Background: an optimization exercise with open tools, aiming at small area, a short achievable clock period and few clock cycles per item. Do not read the settings as production practice.
At most, simulation tests tie the RTL to the original design; equivalence was not proved.

Setup of the reference run:
## uniform_grid_derivative
module uniform_grid_derivative
(
    input  wire logic                       i_clk,
    input  wire logic                       i_rst_n,
    input  wire logic                       i_cfg_wr_en,
    input  wire logic [ugd_pkg::TOL_W-1:0]           i_cfg_wr_data,
    input  wire logic                       i_in_valid,
    output logic                            o_in_ready,
    input  wire logic signed [ugd_pkg::SAMPLE_W-1:0] i_voltage_sample,
    input  wire logic signed [ugd_pkg::SAMPLE_W-1:0] i_current_sample,
    input  wire logic                       i_sequence_end,
    output logic                            o_out_valid,
    input  wire logic                       i_out_ready,
    output logic signed [ugd_pkg::SAMPLE_W-1:0]      o_derivative,
    output logic [ugd_pkg::ERR_W-1:0]                o_error_code,
    output logic                            o_run_last
);
Size: ~2,400 cells after synthesis, about 120 I/O pins, about 22,000 um2 of cells after synthesis.
clock: 7.0 ns
lec_check: 0
cap_margin: 20
core_margin: 2
core_utilization: 60
setup_slack_margin: 2.5
slew_margin: 20
synth_hierarchical: 1
run.sh (not shown) runs the stock make flow with config.mk's settings and CLKGATE_MAP_FILE= SYNTH_SCRIPT=/design/flow/synth_recipe.tcl, a recipe that flattens the netlist after the stock synthesis.
#### Input delta (the trial run over the reference run)
-- flow/design.v --
<<< the reference run, line 216
    ugd_add #(.N(W)) u_tb (.a(cs_s), .b(cs_c), .ci(r_sub), .s(tb));
    assign sub2 = (t1[W-1] == r_h[32]);
    assign t2   = (sub2 == r_sub) ? tb : ta;
    assign qb1  = ~(t1[W-1] ^ r_dn);
    assign qb2  = ~(t2[W-1] ^ r_dn);
>>> the trial run, line 216
    ugd_add #(.N(W)) u_tb (.a(cs_s), .b(cs_c), .ci(r_sub), .s(tb));
    assign sub2 = (t1[W-1] == r_h[32]);
    logic t2b;                               
    assign t2b  = (sub2 == r_sub);
    assign t2   = t2b ? tb : ta;
    assign qb1  = ~(t1[W-1] ^ r_dn);
    assign qb2  = ~(t2[W-1] ^ r_dn);
<<< the reference run, line 231
        nsm = nz;
        for (int k = 1; k < 16; k = k * 2) nsm = nsm | (nsm >> k);
        for (int i = 0; i < W; i++) dsm[i] = nsm[i / 4 + 1];
    end
    assign skmask  = ~(dsm >> 10);           
>>> the trial run, line 233
        nsm = nz;
        for (int k = 1; k < 16; k = k * 2) nsm = nsm | (nsm >> k);
        for (int i = 0; i < W; i++) begin
            dsm[i] = nsm[i / 4 + 1];
            for (int j = i; j < 4 * (i / 4) + 4 && j < W; j++) dsm[i] = dsm[i] | dvm[j];
        end
    end
    assign skmask  = ~(dsm >> 10);           
<<< the reference run, line 256
    assign out_free = !r_out_valid || i_out_ready;
    logic d0, dlast, dexit, sat0, load, emit, skip;
    logic [1:0] emit_code;
    logic load_sig;
>>> the trial run, line 261
    assign out_free = !r_out_valid || i_out_ready;
    logic d0, dlast, dexit, sat0, load, emit, skip;
    logic rs_t2, rs_base, rs_pa, rs_top, qs_sh, qs_sk, qs_cv, qs_ld;
    logic [1:0] emit_code;
    logic load_sig;
<<< the reference run, line 430
            end
        end
        if (r_sel[K_RPA])                          n_rem = pa;
        else if (r_sel[K_RTOP] && (out_free || r_st[S_B3])) n_rem = pa_top;
        else if (skip)                          n_rem = base;
        else if (r_sel[K_RT2])                     n_rem = t2;
        if (r_conv)                             n_q = res;
        else if (skip)                          n_q = {r_q[23:0], {8{qneg}}};
        else if (r_sel[K_QSH])                     n_q = {r_q[29:0], qb1, qb2};
        else if (out_free && (r_sel[K_QLD] || emit))
            n_q = {pa[15:0], 16'd0} & {32{r_sel[K_QLD] && !(r_st[S_B3] && too_far)}};
        n_sel = sel_of(n_st);
        n_sub = (r_sel[K_RTOP] ? pa[W-1] : skip ? base[W-1] : t2[W-1]) == r_h[32];
        if (emit) begin
            n_out_valid = 1'b1;
>>> the trial run, line 436
            end
        end
        rs_t2   = r_sel[K_RT2] && !skip;
        rs_base = skip;
        rs_pa   = r_sel[K_RPA];
        rs_top  = r_sel[K_RTOP] && (out_free || r_st[S_B3]);
        if (rs_t2 || rs_base || rs_pa || rs_top)
            n_rem = ({W{rs_t2 && t2b}} & tb) | ({W{rs_t2 && !t2b}} & ta)
                  | ({W{rs_base}} & base) | ({W{rs_pa}} & pa) | ({W{rs_top}} & pa_top);
        qs_sh   = r_sel[K_QSH] && !skip;
        qs_sk   = skip;
        qs_cv   = r_conv;
        qs_ld   = out_free && r_sel[K_QLD] && !(r_st[S_B3] && too_far);
        if (qs_sh || qs_sk || qs_cv || qs_ld || (out_free && emit))
            n_q = ({32{qs_sh}} & {r_q[29:0], qb1, qb2}) | ({32{qs_sk}} & {r_q[23:0], {8{qneg}}})
                | ({32{qs_cv}} & res) | ({32{qs_ld}} & {pa[15:0], 16'd0});
        n_sel = sel_of(n_st);
        n_sub = ((rs_t2 & t2[W-1]) | (skip & base[W-1]) | (r_sel[K_RTOP] & pa[W-1])) == r_h[32];
        if (emit) begin
            n_out_valid = 1'b1;
==> results.txt <==
The worst-case setup slack after placement reported for the trial run is greater than that of the reference run by 0.051 ns. Number of instances in the placed design, the reference run and the trial run: higher on the reference run. Run comparison: the reference run cell type of the slowest stage on the worst timing path dfxtp_1; the trial run cell type of the slowest stage on the worst timing path dfxtp_4. Diff the reference run -> the trial run: area fraction in compound gates after synthesis down 1.1 points; hold slack closely matched the old numbers; worst path required time has increased. The reference run: PASS, flow complete, no timing, DRC or antenna violations. The trial run finished all stages; the layout is clean. For the worst setup slack after layout, the trial run came in 0.0073 ns higher than the reference run did. For detailed-route DRC error count, the reference run and the trial run come out practically identical.
Testbench counts of the trial run, summed over its fixed seeds: cycles 39,783, items 3,235.
No functional check of the RTL was part of the reference run.

[afterwards: timing with drivers on the ports]
Ports are ideal in the flow. The routed layouts listed here were re-timed in OpenROAD.
Step 1 (the two cells are an assumption about what drives the block):
set clk [get_ports {i_clk}]
set_driving_cell -lib_cell sky130_fd_sc_hd__clkbuf_16 $clk
set_driving_cell -lib_cell sky130_fd_sc_hd__buf_2 [delete_from_list [all_inputs] $clk]
Step 2 times the ports against the registers' clock, not the clock port: input delays grow and output delays shrink by t, the midpoint of the rising clock arrivals with the driver on.
a / b / c = ideal ports / drivers / drivers and shift; a / b = the first two.
run | shift t [ns] | slack for setup (ns) | hold slack, ns | clock arrival spread, ns
the reference run | 0.610 | 2.466 / 2.466 / 1.910 | 0.446 / 0.446 / 0.446 | 0.026 / 0.026
the trial run | 0.641 | 2.473 / 2.473 / 1.879 | 0.447 / 0.447 / 0.447 | 0.027 / 0.026
After both steps setup and hold are still met in every run listed. For the trial run, which loses most, drivers alone change the setup slack by 0.000 ns; drivers and shift together by -0.594 ns.
